From an optimization exercise on the open Yosys and OpenROAD flow, aimed at small area, a short achievable clock period and few clock cycles per item; shortcuts taken in it are not production practice. The RTL was checked by simulation tests, not by an equivalence proof against the original design. No activity file was given, so power comes from the tool's default toggle rates.

<file path="run.sh">
#!/bin/bash
# synth_recipe.tcl (not shown) runs the flow's synth.tcl, then flattens the netlist and writes it again
# the make line also repeats each setting of config.mk as NAME=value (left out here)
make -C /OpenROAD-flow-scripts/flow DESIGN_CONFIG=/design/flow/config.mk WORK_HOME=/design/flow/orfs CLKGATE_MAP_FILE= SYNTH_SCRIPT=/design/flow/synth_recipe.tcl finish
</file>
<file path="config.mk">
export PLATFORM = sky130hd
export DESIGN_NAME = priority_scheduler_with_aging_top
export DESIGN_NICKNAME = priority_scheduler_with_aging_top
export VERILOG_FILES = /design/flow/design.v
export SDC_FILE = /design/flow/constraint.sdc
export NUM_CORES = 4
export LEC_CHECK = 0
export CAP_MARGIN = 20
export CORE_MARGIN = 2
export CORE_UTILIZATION = 40
export SLEW_MARGIN = 20
</file>
<file path="constraint.sdc">
create_clock -name core_clock -period 8.0 [get_ports {clk}]
set_input_delay 1.6000 -clock core_clock [delete_from_list [all_inputs] [get_ports {clk}]]
set_output_delay 1.6000 -clock core_clock [all_outputs]
set_load 0.01 [all_outputs]
</file>
<file path="design.v">
module psa_cell (
  input  wire       clk,
  input  wire       rst_n,
  input  wire [3:0] my_idx,
  input  wire [2:0] ctl_cmd,
  input  wire [3:0] ctl_idx,
  input  wire [3:0] ctl_base,
  input  wire [3:0] ctl_cur,
  input  wire [3:0] ctl_lv,
  input  wire [4:0] ctl_ord,
  input  wire [4:0] ctl_cnt,
  output wire       st_waiting,
  output wire       st_exec,
  output wire [3:0] st_base,
  output wire [3:0] st_cur,
  output wire [4:0] st_ord
);
  localparam [2:0] CC_NONE = 3'd0, CC_ENQ = 3'd1, CC_DEQ = 3'd2, CC_SELECT = 3'd3,
                   CC_AGE = 3'd4, CC_REQUEUE = 3'd5;
  localparam [3:0] LV_MAX = 4'd15;
  reg       waiting_r, waiting_nxt;
  reg       exec_r, exec_nxt;
  reg [3:0] base_r, base_nxt;
  reg [3:0] cur_r, cur_nxt;
  reg [4:0] ord_r, ord_nxt;
  wire      hit;
  wire      same_q;
  wire [3:0] my_q;
  assign hit    = (ctl_idx == my_idx);
  assign my_q   = (base_r == 4'd0) ? 4'd0 : cur_r;
  assign same_q = waiting_r && (my_q == ctl_lv);
  always @(*) begin
    waiting_nxt = waiting_r;
    exec_nxt    = exec_r;
    base_nxt    = base_r;
    cur_nxt     = cur_r;
    ord_nxt     = ord_r;
    case (ctl_cmd)
      CC_ENQ: begin
        if (hit) begin
          waiting_nxt = 1'b1;
          base_nxt    = ctl_base;
          cur_nxt     = ctl_cur;
          ord_nxt     = ctl_cnt;
        end
      end
      CC_REQUEUE: begin
        if (hit) begin
          waiting_nxt = 1'b1;
          ord_nxt     = ctl_cnt;
        end
      end
      CC_DEQ, CC_SELECT: begin
        if (hit) begin
          waiting_nxt = 1'b0;
          if (ctl_cmd == CC_SELECT) exec_nxt = 1'b1;
        end else if (same_q && ord_r > ctl_ord) begin
          ord_nxt = ord_r - 1'b1;
        end
      end
      CC_AGE: begin
        if (hit) begin
          waiting_nxt = 1'b0;
          if (exec_r) begin
            if (cur_r > base_r) cur_nxt = cur_r - 1'b1;
            else exec_nxt = 1'b0;
          end else if (cur_r < LV_MAX) begin
            cur_nxt = cur_r + 1'b1;
          end
        end
      end
      default: ;
    endcase
  end
  always @(posedge clk) begin
    if (!rst_n) begin
      waiting_r <= 1'b0;
      exec_r    <= 1'b0;
    end else begin
      waiting_r <= waiting_nxt;
      exec_r    <= exec_nxt;
    end
    base_r <= base_nxt;
    cur_r  <= cur_nxt;
    ord_r  <= ord_nxt;
  end
  assign st_waiting = waiting_r;
  assign st_exec    = exec_r;
  assign st_base    = base_r;
  assign st_cur     = cur_r;
  assign st_ord     = ord_r;
endmodule
module psa_ctrl (
  input  wire        clk,
  input  wire        rst_n,
  input  wire        in_valid,
  output wire        in_stall,
  input  wire [15:0] in_data,
  output wire        out_valid,
  input  wire        out_stall,
  output wire [9:0]  out_data,
  output reg  [2:0]  ctl_cmd,
  output reg  [3:0]  ctl_idx,
  output reg  [3:0]  ctl_base,
  output reg  [3:0]  ctl_cur,
  output reg  [3:0]  ctl_lv,
  output reg  [4:0]  ctl_ord,
  output reg  [4:0]  ctl_cnt,
  input  wire [15:0] st_waiting,
  input  wire [15:0] st_exec,
  input  wire [63:0] st_base,
  input  wire [63:0] st_cur,
  input  wire [79:0] st_ord
);
  localparam [1:0] OP_ADD = 2'd0, OP_REMOVE = 2'd1, OP_FINISH = 2'd2, OP_TICK = 2'd3;
  localparam [1:0] ST_DONE = 2'd0, ST_REJECT = 2'd1, ST_NOTFOUND = 2'd2;
  localparam [2:0] CC_NONE = 3'd0, CC_ENQ = 3'd1, CC_DEQ = 3'd2, CC_SELECT = 3'd3,
                   CC_AGE = 3'd4, CC_REQUEUE = 3'd5;
  localparam [4:0] S_IDLE = 5'd0, S_DECODE = 5'd1, S_ADD_DEQ = 5'd2, S_CNT = 5'd3,
                   S_ENQ = 5'd4, S_ADD_POST = 5'd5, S_PRE_CNT = 5'd6, S_PRE_ENQ = 5'd7,
                   S_SEL_SCAN = 5'd8, S_SEL_DO = 5'd9, S_AGE_SCAN = 5'd10,
                   S_AGE_DO = 5'd11, S_RQ_NEXT = 5'd12, S_RQ_CNT = 5'd13,
                   S_RQ_ENQ = 5'd14, S_RQ_POST = 5'd15, S_DONE = 5'd16;
  localparam [3:0] LV_MAX = 4'd15;
  reg  [4:0]  state_r, state_nxt;
  reg  [15:0] req_r;
  reg  [3:0]  idx_r, idx_nxt;           
  reg  [3:0]  lv_r, lv_nxt;             
  reg  [4:0]  cnt_r, cnt_nxt;           
  reg  [3:0]  k_r, k_nxt;               
  reg  [4:0]  run_id_r, run_id_nxt;
  reg  [3:0]  run_lv_r, run_lv_nxt;
  reg  [1:0]  tick_r, tick_nxt;
  reg  [1:0]  status_r, status_nxt;
  reg         pre_r, pre_nxt;
  reg         aged_r, aged_nxt;
  reg         enq_rq_r, enq_rq_nxt;     
  reg         in_age_r, in_age_nxt;     
  reg  [3:0]  list_r [0:15];
  reg  [4:0]  nlist_r, nlist_nxt;
  reg  [4:0]  j_r, j_nxt;
  reg  [3:0]  list_wr_idx;
  reg         list_we;
  reg  [3:0]  scan_lv_r, scan_lv_nxt;
  reg  [4:0]  scan_pos_r, scan_pos_nxt;
  reg         scan_hit_r, scan_hit_nxt;  
  reg  [9:0]  out_r;
  reg         out_valid_r, out_load;
  wire [1:0]  req_op   = req_r[15:14];
  wire [4:0]  req_id   = req_r[13:9];
  wire [3:0]  slv      = req_r[8:5];
  wire [3:0]  dlv      = req_r[4:1];
  wire        req_rdy  = req_r[0];
  function [3:0] queue_lv;
    input [3:0] b;
    input [3:0] c;
    queue_lv = (b == 4'd0) ? 4'd0 : c;
  endfunction
  wire        id_ok   = (req_id != 5'd0) && (req_id <= 5'd16);
  wire [4:0]  id_m1   = req_id - 5'd1;
  wire [3:0]  id_idx  = id_m1[3:0];
  wire [4:0]  run_m1  = run_id_r - 5'd1;
  wire [3:0]  run_idx = run_m1[3:0];
  wire [3:0]  j_idx   = j_r[3:0];
  wire [3:0]  lj      = list_r[j_idx];
  wire        last_k  = (k_r == 4'd15);
  wire [1:0]  tick_inc = tick_r + 2'd1;
  wire        sk_waiting = st_waiting[k_r];
  wire [3:0]  sk_base    = st_base[k_r*4 +: 4];
  wire [3:0]  sk_cur     = st_cur[k_r*4 +: 4];
  wire [4:0]  sk_ord     = st_ord[k_r*5 +: 5];
  wire [3:0]  sk_q       = queue_lv(sk_base, sk_cur);
  wire        ti_waiting = st_waiting[idx_r];
  wire [3:0]  ti_base    = st_base[idx_r*4 +: 4];
  wire [3:0]  ti_cur     = st_cur[idx_r*4 +: 4];
  wire [4:0]  ti_ord     = st_ord[idx_r*5 +: 5];
  wire        id_waiting = st_waiting[id_idx];
  wire [3:0]  id_base    = st_base[id_idx*4 +: 4];
  wire [3:0]  id_cur     = st_cur[id_idx*4 +: 4];
  wire [4:0]  id_ord     = st_ord[id_idx*5 +: 5];
  wire [3:0]  rn_base    = st_base[run_idx*4 +: 4];
  wire [3:0]  lj_base    = st_base[lj*4 +: 4];
  wire [3:0]  lj_cur     = st_cur[lj*4 +: 4];
  wire        age_hit = sk_waiting && (sk_q == scan_lv_r) && (sk_ord == scan_pos_r);
  wire        rm_hit  = id_ok && id_waiting && (id_cur == dlv);
  assign in_stall  = (state_r != S_IDLE);
  assign out_valid = out_valid_r;
  assign out_data  = out_r;
  always @(*) begin
    state_nxt = state_r;  idx_nxt = idx_r;  lv_nxt = lv_r;
    cnt_nxt = cnt_r;  k_nxt = k_r;  run_id_nxt = run_id_r;  run_lv_nxt = run_lv_r;
    tick_nxt = tick_r;  status_nxt = status_r;  pre_nxt = pre_r;  aged_nxt = aged_r;
    enq_rq_nxt = enq_rq_r;  in_age_nxt = in_age_r;
    nlist_nxt = nlist_r;  j_nxt = j_r;
    scan_lv_nxt = scan_lv_r;  scan_pos_nxt = scan_pos_r;  scan_hit_nxt = scan_hit_r;
    case (state_r)
      S_IDLE: begin
        if (in_valid) state_nxt = S_DECODE;
        status_nxt = ST_DONE;  pre_nxt = 1'b0;  aged_nxt = 1'b0;
        in_age_nxt = 1'b0;  enq_rq_nxt = 1'b0;
      end
      S_DECODE: begin
        idx_nxt = id_idx;
        k_nxt = 4'd0;  cnt_nxt = 5'd0;
        case (req_op)
          OP_ADD: begin
            if (!id_ok || !req_rdy || run_id_r == req_id) begin
              status_nxt = ST_REJECT;  state_nxt = S_DONE;
            end else begin
              state_nxt = S_ADD_DEQ;
            end
          end
          OP_REMOVE: begin
            if (!rm_hit) status_nxt = ST_NOTFOUND;
            state_nxt = S_DONE;
          end
          OP_FINISH: begin
            run_id_nxt = 5'd0;  run_lv_nxt = 4'd0;
            lv_nxt = LV_MAX;  state_nxt = S_SEL_SCAN;
          end
          default: begin
            if (tick_inc >= 2'd3) begin
              tick_nxt = 2'd0;  aged_nxt = 1'b1;  in_age_nxt = 1'b1;
              nlist_nxt = 5'd0;  scan_lv_nxt = 4'd1;  scan_pos_nxt = 5'd0;
              scan_hit_nxt = 1'b0;
              state_nxt = S_AGE_SCAN;
            end else begin
              tick_nxt = tick_inc;  state_nxt = S_DONE;
            end
          end
        endcase
      end
      S_ADD_DEQ: begin
        lv_nxt = queue_lv(slv, dlv);
        k_nxt = 4'd0;  cnt_nxt = 5'd0;  enq_rq_nxt = 1'b0;
        state_nxt = S_CNT;
      end
      S_CNT: begin
        if (sk_waiting && sk_q == lv_r) cnt_nxt = cnt_r + 5'd1;
        k_nxt = k_r + 4'd1;
        if (last_k) state_nxt = S_ENQ;
      end
      S_ENQ: begin
        state_nxt = S_ADD_POST;
      end
      S_ADD_POST: begin
        lv_nxt = LV_MAX;  k_nxt = 4'd0;
        if (ti_base == 4'd0) begin
          state_nxt = (run_id_r == 5'd0) ? S_SEL_SCAN : (in_age_r ? S_RQ_NEXT : S_DONE);
        end else if (run_id_r == 5'd0) begin
          state_nxt = S_SEL_SCAN;
        end else if (ti_cur > run_lv_r) begin
          pre_nxt = 1'b1;
          idx_nxt = run_idx;
          lv_nxt  = queue_lv(rn_base, run_lv_r);
          cnt_nxt = 5'd0;
          state_nxt = S_PRE_CNT;
        end else begin
          state_nxt = in_age_r ? S_RQ_NEXT : S_DONE;
        end
      end
      S_PRE_CNT: begin
        if (sk_waiting && sk_q == lv_r) cnt_nxt = cnt_r + 5'd1;
        k_nxt = k_r + 4'd1;
        if (last_k) state_nxt = S_PRE_ENQ;
      end
      S_PRE_ENQ: begin
        lv_nxt = LV_MAX;  k_nxt = 4'd0;
        state_nxt = S_SEL_SCAN;
      end
      S_SEL_SCAN: begin
        if (sk_waiting && sk_q == lv_r && sk_ord == 5'd0) begin
          idx_nxt = k_r;  state_nxt = S_SEL_DO;
        end else begin
          k_nxt = k_r + 4'd1;
          if (last_k) begin
            if (lv_r == 4'd0) state_nxt = in_age_r ? S_RQ_NEXT : S_DONE;
            else lv_nxt = lv_r - 4'd1;
          end
        end
      end
      S_SEL_DO: begin
        run_id_nxt = {1'b0, idx_r} + 5'd1;
        run_lv_nxt = ti_cur;
        state_nxt = in_age_r ? S_RQ_NEXT : S_DONE;
      end
      S_AGE_SCAN: begin
        if (age_hit) begin
          nlist_nxt = nlist_r + 5'd1;  scan_hit_nxt = 1'b1;
        end
        k_nxt = k_r + 4'd1;
        if (last_k) begin
          if ((!scan_hit_r && !age_hit) || scan_pos_r == 5'd15) begin
            scan_pos_nxt = 5'd0;
            if (scan_lv_r == LV_MAX) begin
              j_nxt = 5'd0;  state_nxt = S_AGE_DO;
            end else begin
              scan_lv_nxt = scan_lv_r + 4'd1;
            end
          end else begin
            scan_pos_nxt = scan_pos_r + 5'd1;
          end
          scan_hit_nxt = 1'b0;
        end
      end
      S_AGE_DO: begin
        if (j_r == nlist_r) begin
          j_nxt = 5'd0;  state_nxt = S_RQ_NEXT;
        end else begin
          j_nxt = j_r + 5'd1;
        end
      end
      S_RQ_NEXT: begin
        if (j_r == nlist_r) begin
          state_nxt = S_DONE;
        end else begin
          idx_nxt = lj;
          lv_nxt  = queue_lv(lj_base, lj_cur);
          j_nxt = j_r + 5'd1;  k_nxt = 4'd0;  cnt_nxt = 5'd0;  enq_rq_nxt = 1'b1;
          state_nxt = S_CNT;
        end
      end
      S_DONE: begin
        if (out_load) state_nxt = S_IDLE;
      end
      default: state_nxt = S_IDLE;
    endcase
  end
  always @(*) begin
    list_we = 1'b0;  list_wr_idx = k_r;
    out_load = 1'b0;
    ctl_cmd = CC_NONE;  ctl_idx = 4'd0;  ctl_base = 4'd0;  ctl_cur = 4'd0;
    ctl_lv = 4'd0;  ctl_ord = 5'd0;  ctl_cnt = 5'd0;
    case (state_r)
      S_DECODE: begin
        if (req_op == OP_REMOVE && rm_hit) begin
          ctl_cmd = CC_DEQ;  ctl_idx = id_idx;
          ctl_lv  = queue_lv(id_base, id_cur);
          ctl_ord = id_ord;
        end
      end
      S_ADD_DEQ: begin
        if (ti_waiting) begin
          ctl_cmd = CC_DEQ;  ctl_idx = idx_r;
          ctl_lv  = queue_lv(ti_base, ti_cur);
          ctl_ord = ti_ord;
        end
      end
      S_ENQ: begin
        ctl_cmd = enq_rq_r ? CC_REQUEUE : CC_ENQ;
        ctl_idx = idx_r;  ctl_base = slv;  ctl_cur = dlv;
        ctl_cnt = cnt_r;
      end
      S_PRE_ENQ: begin
        ctl_cmd = CC_ENQ;  ctl_idx = idx_r;
        ctl_base = ti_base;  ctl_cur = run_lv_r;
        ctl_cnt = cnt_r;
      end
      S_SEL_DO: begin
        ctl_cmd = CC_SELECT;  ctl_idx = idx_r;
        ctl_lv  = lv_r;  ctl_ord = 5'd0;
      end
      S_AGE_SCAN: begin
        if (age_hit) begin
          list_we = 1'b1;  list_wr_idx = nlist_r[3:0];
        end
      end
      S_AGE_DO: begin
        if (j_r != nlist_r) begin
          ctl_cmd = CC_AGE;  ctl_idx = lj;
        end
      end
      S_DONE: begin
        if (!out_valid_r || !out_stall) out_load = 1'b1;
      end
      default: ;
    endcase
  end
  always @(posedge clk) begin
    if (!rst_n) begin
      state_r <= S_IDLE;  run_id_r <= 5'd0;  run_lv_r <= 4'd0;  tick_r <= 2'd0;
      out_valid_r <= 1'b0;
    end else begin
      state_r <= state_nxt;  run_id_r <= run_id_nxt;  run_lv_r <= run_lv_nxt;
      tick_r <= tick_nxt;
      if (out_load) out_valid_r <= 1'b1;
      else if (!out_stall) out_valid_r <= 1'b0;
    end
    if (state_r == S_IDLE && in_valid) req_r <= in_data;
    if (out_load) out_r <= {(run_id_r != 5'd0), run_id_r, status_r, pre_r, aged_r};
    if (list_we) list_r[list_wr_idx] <= k_r;
    idx_r <= idx_nxt;  lv_r <= lv_nxt;  cnt_r <= cnt_nxt;
    k_r <= k_nxt;  status_r <= status_nxt;  pre_r <= pre_nxt;  aged_r <= aged_nxt;
    enq_rq_r <= enq_rq_nxt;
    in_age_r <= in_age_nxt;  nlist_r <= nlist_nxt;
    j_r <= j_nxt;  scan_lv_r <= scan_lv_nxt;  scan_pos_r <= scan_pos_nxt;
    scan_hit_r <= scan_hit_nxt;
  end
endmodule
module priority_scheduler_with_aging_top (
  input  wire        clk,
  input  wire        rst_n,
  input  wire        in_valid,
  output wire        in_stall,
  input  wire [15:0] in_data,
  output wire        out_valid,
  input  wire        out_stall,
  output wire [9:0]  out_data
);
  wire [2:0]  ctl_cmd;
  wire [3:0]  ctl_idx, ctl_base, ctl_cur, ctl_lv;
  wire [4:0]  ctl_ord, ctl_cnt;
  wire [15:0] st_waiting, st_exec;
  wire [63:0] st_base, st_cur;
  wire [79:0] st_ord;
  psa_ctrl u_ctrl (
    .clk(clk), .rst_n(rst_n), .in_valid(in_valid), .in_stall(in_stall),
    .in_data(in_data), .out_valid(out_valid), .out_stall(out_stall),
    .out_data(out_data), .ctl_cmd(ctl_cmd), .ctl_idx(ctl_idx), .ctl_base(ctl_base),
    .ctl_cur(ctl_cur), .ctl_lv(ctl_lv), .ctl_ord(ctl_ord), .ctl_cnt(ctl_cnt),
    .st_waiting(st_waiting), .st_exec(st_exec), .st_base(st_base), .st_cur(st_cur),
    .st_ord(st_ord)
  );
  genvar g;
  generate
    for (g = 0; g < 16; g = g + 1) begin : g_cell
      psa_cell u_cell (
        .clk(clk), .rst_n(rst_n), .my_idx(g[3:0]), .ctl_cmd(ctl_cmd), .ctl_idx(ctl_idx),
        .ctl_base(ctl_base), .ctl_cur(ctl_cur), .ctl_lv(ctl_lv), .ctl_ord(ctl_ord),
        .ctl_cnt(ctl_cnt), .st_waiting(st_waiting[g]), .st_exec(st_exec[g]),
        .st_base(st_base[g*4 +: 4]), .st_cur(st_cur[g*4 +: 4]), .st_ord(st_ord[g*5 +: 5])
      );
    end
  endgenerate
endmodule
</file>
==> load_flow_metrics.sql <==
INSERT INTO impl_metrics (metric_group, metric, value, unit) VALUES
('run_status', 'run_status', 'no timing/DRC/antenna violations', ''),
('placed_design', 'port_buf_inserts', '31', ''),
('clocking', 'cts_repair_resize_count', '0', ''),
('logic_synthesis', 'postSynth.asyncResetShare', '0', ''),
('worst_setup_path', 'critical-path-top-delay-family', 'compound AO/OA/AOI/OAI gates', ''),
('timing', 'final_report_hold_violation_count', '0', ''),
('clocking', 'tritoncts', 'yes', ''),
('route', 'drt_iter0_drc', '3189', ''),
('route', 'drtAntennaViolNets', '0', ''),
('floorplanning', 'floorplan.initialDensity', '0.404', ''),
('placed_design', 'last_weighted_congestion_value_of_the_routability_driven_placer', '0.998', ''),
('global_routing', 'grt_use_met3', '0.0530', ''),
('timing', 'slew_headroom', '0.180', ''),
('clocking', 'clock_latency_at_the_later_pin_of_the_worst_skew_pair', '0.61', 'ns'),
('global_routing', 'global_route.overflow_total', '0', ''),
('worst_setup_path', 'reg2reg_to', 'g_cell[5].u_cell.ord_r[4]$_DFFE_PP_', ''),
('logic_synthesis', 'ys_seq_elements', '393', ''),
('cells_and_area', 'nets', '3018', ''),
('floorplanning', 'die_w', '278', 'um'),
('worst_setup_path', 'critical_path.n_buffers_inverters', '4', ''),
('worst_setup_path', 'critical_path_arrival', '7.37', 'ns'),
('global_routing', 'globalRoute.busiestLayer', 'met2', ''),
('clocking', 'number_of_clock_sinks', '393', ''),
('logic_synthesis', 'mappedNetlistNets', '3032', ''),
('power', 'share_clk_of_total_power', '0.244', ''),
('floorplanning', 'core', '74300', 'um^2'),
('logic_synthesis', 'synthCells', '2788', ''),
('logic_synthesis', 'netlist.area_leader.share', '0.340', ''),
('hold_path', 'worst_hold_path.endpoint', 'u_ctrl.out_r[2]$_DFFE_PP_', ''),
('timing', 'final-setup-viol-count', '0', ''),
('logic_synthesis', 'netlist_area_before_placement', '30000', 'um^2'),
('logic_synthesis', 'synth_seq_area_share', '0.375', ''),
('worst_setup_path', 'worst_setup_path_class', 'register to register', ''),
('logic_synthesis', 'syn_warnings', '2', ''),
('worst_setup_path', 'worst-endpoint-required', '8.23', 'ns'),
('timing', 'period_utilisation_layout', '0.893', ''),
('clocking', 'numCtsBuffers', '44', ''),
('power', 'p_sw', '3.36', 'mW'),
('timing', 'drv_slew', '0', ''),
('global_routing', 'first_global_vias', '24713', ''),
('power', 'cell_internal_pwr', '5.08', 'mW'),
('clocking', 'cts.htree.levels', '2', ''),
('worst_setup_path', 'timing.rr.start', 'u_ctrl.req_r[9]$_DFFE_PP_', ''),
('logic_synthesis', 'synth_edf_count', '340', ''),
('logic_synthesis', 'synth_largest_area_cell', 'edfxtp_1', ''),
('worst_setup_path', 'critical_path_peak_fanout', '23', ''),
('route', 'detail_route.drc_violations', '0', ''),
('timing', 'setup_repair_after_global_routing_missed_its_margin', 'no', ''),
('cells_and_area', 'post_route_cells_drive_above_1_share', '0.144', ''),
('power', 'cellPowerDensity', '255', 'nW/um^2'),
('route', 'detail_route.wl_per_cell', '30.2', 'um'),
('hold_path', 'min_delay_path_class', 'register to register', ''),
('global_routing', 'grt_antenna_before_repair', '1', ''),
('floorplanning', 'die_height', '278', 'um'),
('power', 'total_leakage_power', '11.8', 'nW'),
('timing', 'worst_slew_pin_slew', '1.22', 'ns'),
('floorplanning', 'die_area', '77300', 'um^2'),
('power', 'combinationalPowerShare', '0.429', ''),
('timing', 'finalWorstPathRequiredPeriod', '7.14', 'ns'),
('clocking', 'post-cts-setup-buffer-count', '0', ''),
('worst_setup_path', 'cp_slowest_cell', 'a311oi_1', ''),
('power', 'totalPowerFinal', '8.44', 'mW'),
('timing', 'fin_skew', '0.0205', 'ns'),
('route', 'route.final.wire_length', '114000', 'um'),
('logic_synthesis', 'commonest_register_cell_after_synthesis', 'edfxtp_1', ''),
('clocking', 'clk_pin_slew', '0.07', 'ns'),
('timing', 'maxClockFrequency', '140', 'MHz'),
('worst_setup_path', 'worst-r2r-setup-slack', '0.86', 'ns'),
('logic_synthesis', 'post_synth.cell_area_avg', '10.8', 'um^2'),
('logic_synthesis', 'synth.distinct_cells', '88', ''),
('worst_setup_path', 'reg2reg_depth', '20', '');
power by group through the flow:
stage                     Sequential (mW)  Combinational, mW  Clock (mW)
final                                2.76               3.62        2.06
after floorplan                      2.62               2.53           0
after global placement               2.78               3.46           0
after CTS                            2.75               3.53        2.09
after global routing                 2.77               3.79        2.17
after detailed placement             2.79               3.52           0
through the flow:
stage / instances / hold slack (ns)
2_1_floorplan: 2788 / 0.400
3_3_place_gp: 3693 / 0.416
3_5_place_dp: 3696 / 0.419
4_1_cts: 3778 / 0.433
5_1_grt: 3779 / 0.449
6_report: 3779 / 0.437
layout by cell type, fill, tap and decap left out, types with 9 or more instances in the layout:
cell	n
nand2_1	140
o311a_1	12
nand3_1	76
inv_1	173
or4_1	25
a22o_1	11
nand4_1	34
a21oi_1	117
dfxtp_1	53
o211ai_1	12
ha_1	207
or3_1	13
nor2b_1	45
fa_1	16
xor2_1	57
clkbuf_16	44
and3_1	28
a41oi_1	22
clkdlybuf4s50_1	31
edfxtp_1	340
xnor2_1	101
mux2_2	13
a21o_1	20
nor3_1	57
nor4_1	26
o221ai_1	9
clkbuf_1	14
o21a_1	29
buf_4	85
a211oi_1	18
mux2i_1	57
mux4_2	195
nor2_1	175
a22oi_1	25
a31oi_1	26
nand2b_1	43
o21ai_0	272
cells in the mapped netlist (all sizes together) (9+ instances only):
library cell  count
a211oi           19
o311a            12
nand2b           43
nand2           141
buf              65
a21oi           118
o211ai           12
xnor2           102
inv             175
nor3             57
a41oi            22
nor3b             9
nand4            34
and3             28
o221ai            9
a22oi            28
a221oi            9
mux4            195
xor2             58
dfxtp            53
or4              26
mux2             13
nor4             31
or3              13
a22o             11
nor2b            45
edfxtp          340
clkbuf          115
o21ai           276
o21a             29
fa               16
a21o             20
ha              208
nand3            76
nor2            179
mux2i            57
a31oi            26
flip-flops by register name, indices dropped and copies added (netlist names), 10 cells and up, named ones only:
register and cells:
u_ctrl.list_r 64, g_cell.u_cell.base_r 64, u_ctrl.req_r 16, g_cell.u_cell.ord_r 80, g_cell.u_cell.waiting_r 16, g_cell.u_cell.exec_r 16
u_ctrl.out_r 10, g_cell.u_cell.cur_r 64
cells by family (layout without fill, tap and decap cells):
kind of cell,Yosys count,count (layout),share of synthesized area
and+or+nand+nor,709,709,0.119
AOI/OAI and AO/OA,681,681,0.144
DFF,393,393,0.375
buffers and inverters,356,378,0.0469
muxes,265,265,0.170
adders and majority gates,224,224,0.0974
xor gates and xnor gates,160,160,0.0476
worst max-delay path by stage:
stage | to | slack, ns
detailed placement | g_cell[5].u_cell.ord_r[4]$_DFFE_PP_ | 1.11
finish | g_cell[5].u_cell.ord_r[4]$_DFFE_PP_ | 0.86
global placement | g_cell[5].u_cell.ord_r[1]$_DFFE_PP_ | 0.71
global route | g_cell[5].u_cell.ord_r[2]$_DFFE_PP_ | 0.55
floorplan | g_cell[13].u_cell.ord_r[0]$_DFFE_PP_ | 1.91
CTS | g_cell[5].u_cell.ord_r[4]$_DFFE_PP_ | 1.07
area by class of cell:
type	instances	area, um^2
fill	6962	41300
multi-input combinational	2039	17400
tap	969	1210
inverter	176	661
clock inverter	20	238
sequential	393	11300
timing repair buffer	120	1030
clock buffer	62	1210
worst reg2reg max path, delay by kind of cell (launching register included):
| kind | cells | cell delay (ns) |
|---|---|---|
| compound gates | 9 | 3.29 |
| buf+inv | 4 | 1.05 |
| fa+ha+maj | 2 | 0.92 |
| mux | 1 | 0.51 |
| flops | 1 | 0.41 |
| xor+xnor | 1 | 0.29 |
| simple gates | 3 | 0.27 |
metal layers:
layer,routed length (um),vias to the layer above
li1,-,10708
met1,43700,12547
met2,51000,1648
met3,12300,366
met4,6960,0
met5,0,-
Testbench counts, summed over its fixed seeds: cycles 227,176, items 3,200.

-- re-timing with driven ports --
The flow's constraints put no driver on any port. The routed layout listed below was extracted and timed again, unchanged, in two steps. Step 1 sets driving cells, clkbuf_16 on the clock port and buf_2 on the other inputs (assumed; they add their load-dependent delay and slew). Step 2 moves the port delays by t, midway between the first and last clock arrival at a register: inputs arrive t later, outputs are due t later. That takes back most of the time a late clock gives input paths. a / b / c = no drivers / after step 1 / after step 2; a / b = the first two.
t, ns: 0.666
setup slack, ns: 0.858 / 0.858 / 0.858
hold slack, ns: 0.437 / 0.437 / 0.437
latest minus earliest clock arrival (ns): 0.021 / 0.020
worst register clock-pin slew, ns: 0.07 / 0.07
After both steps this run still meets setup and hold. For this run, drivers alone change the setup slack by 0.000 ns; drivers and shift together by 0.000 ns.
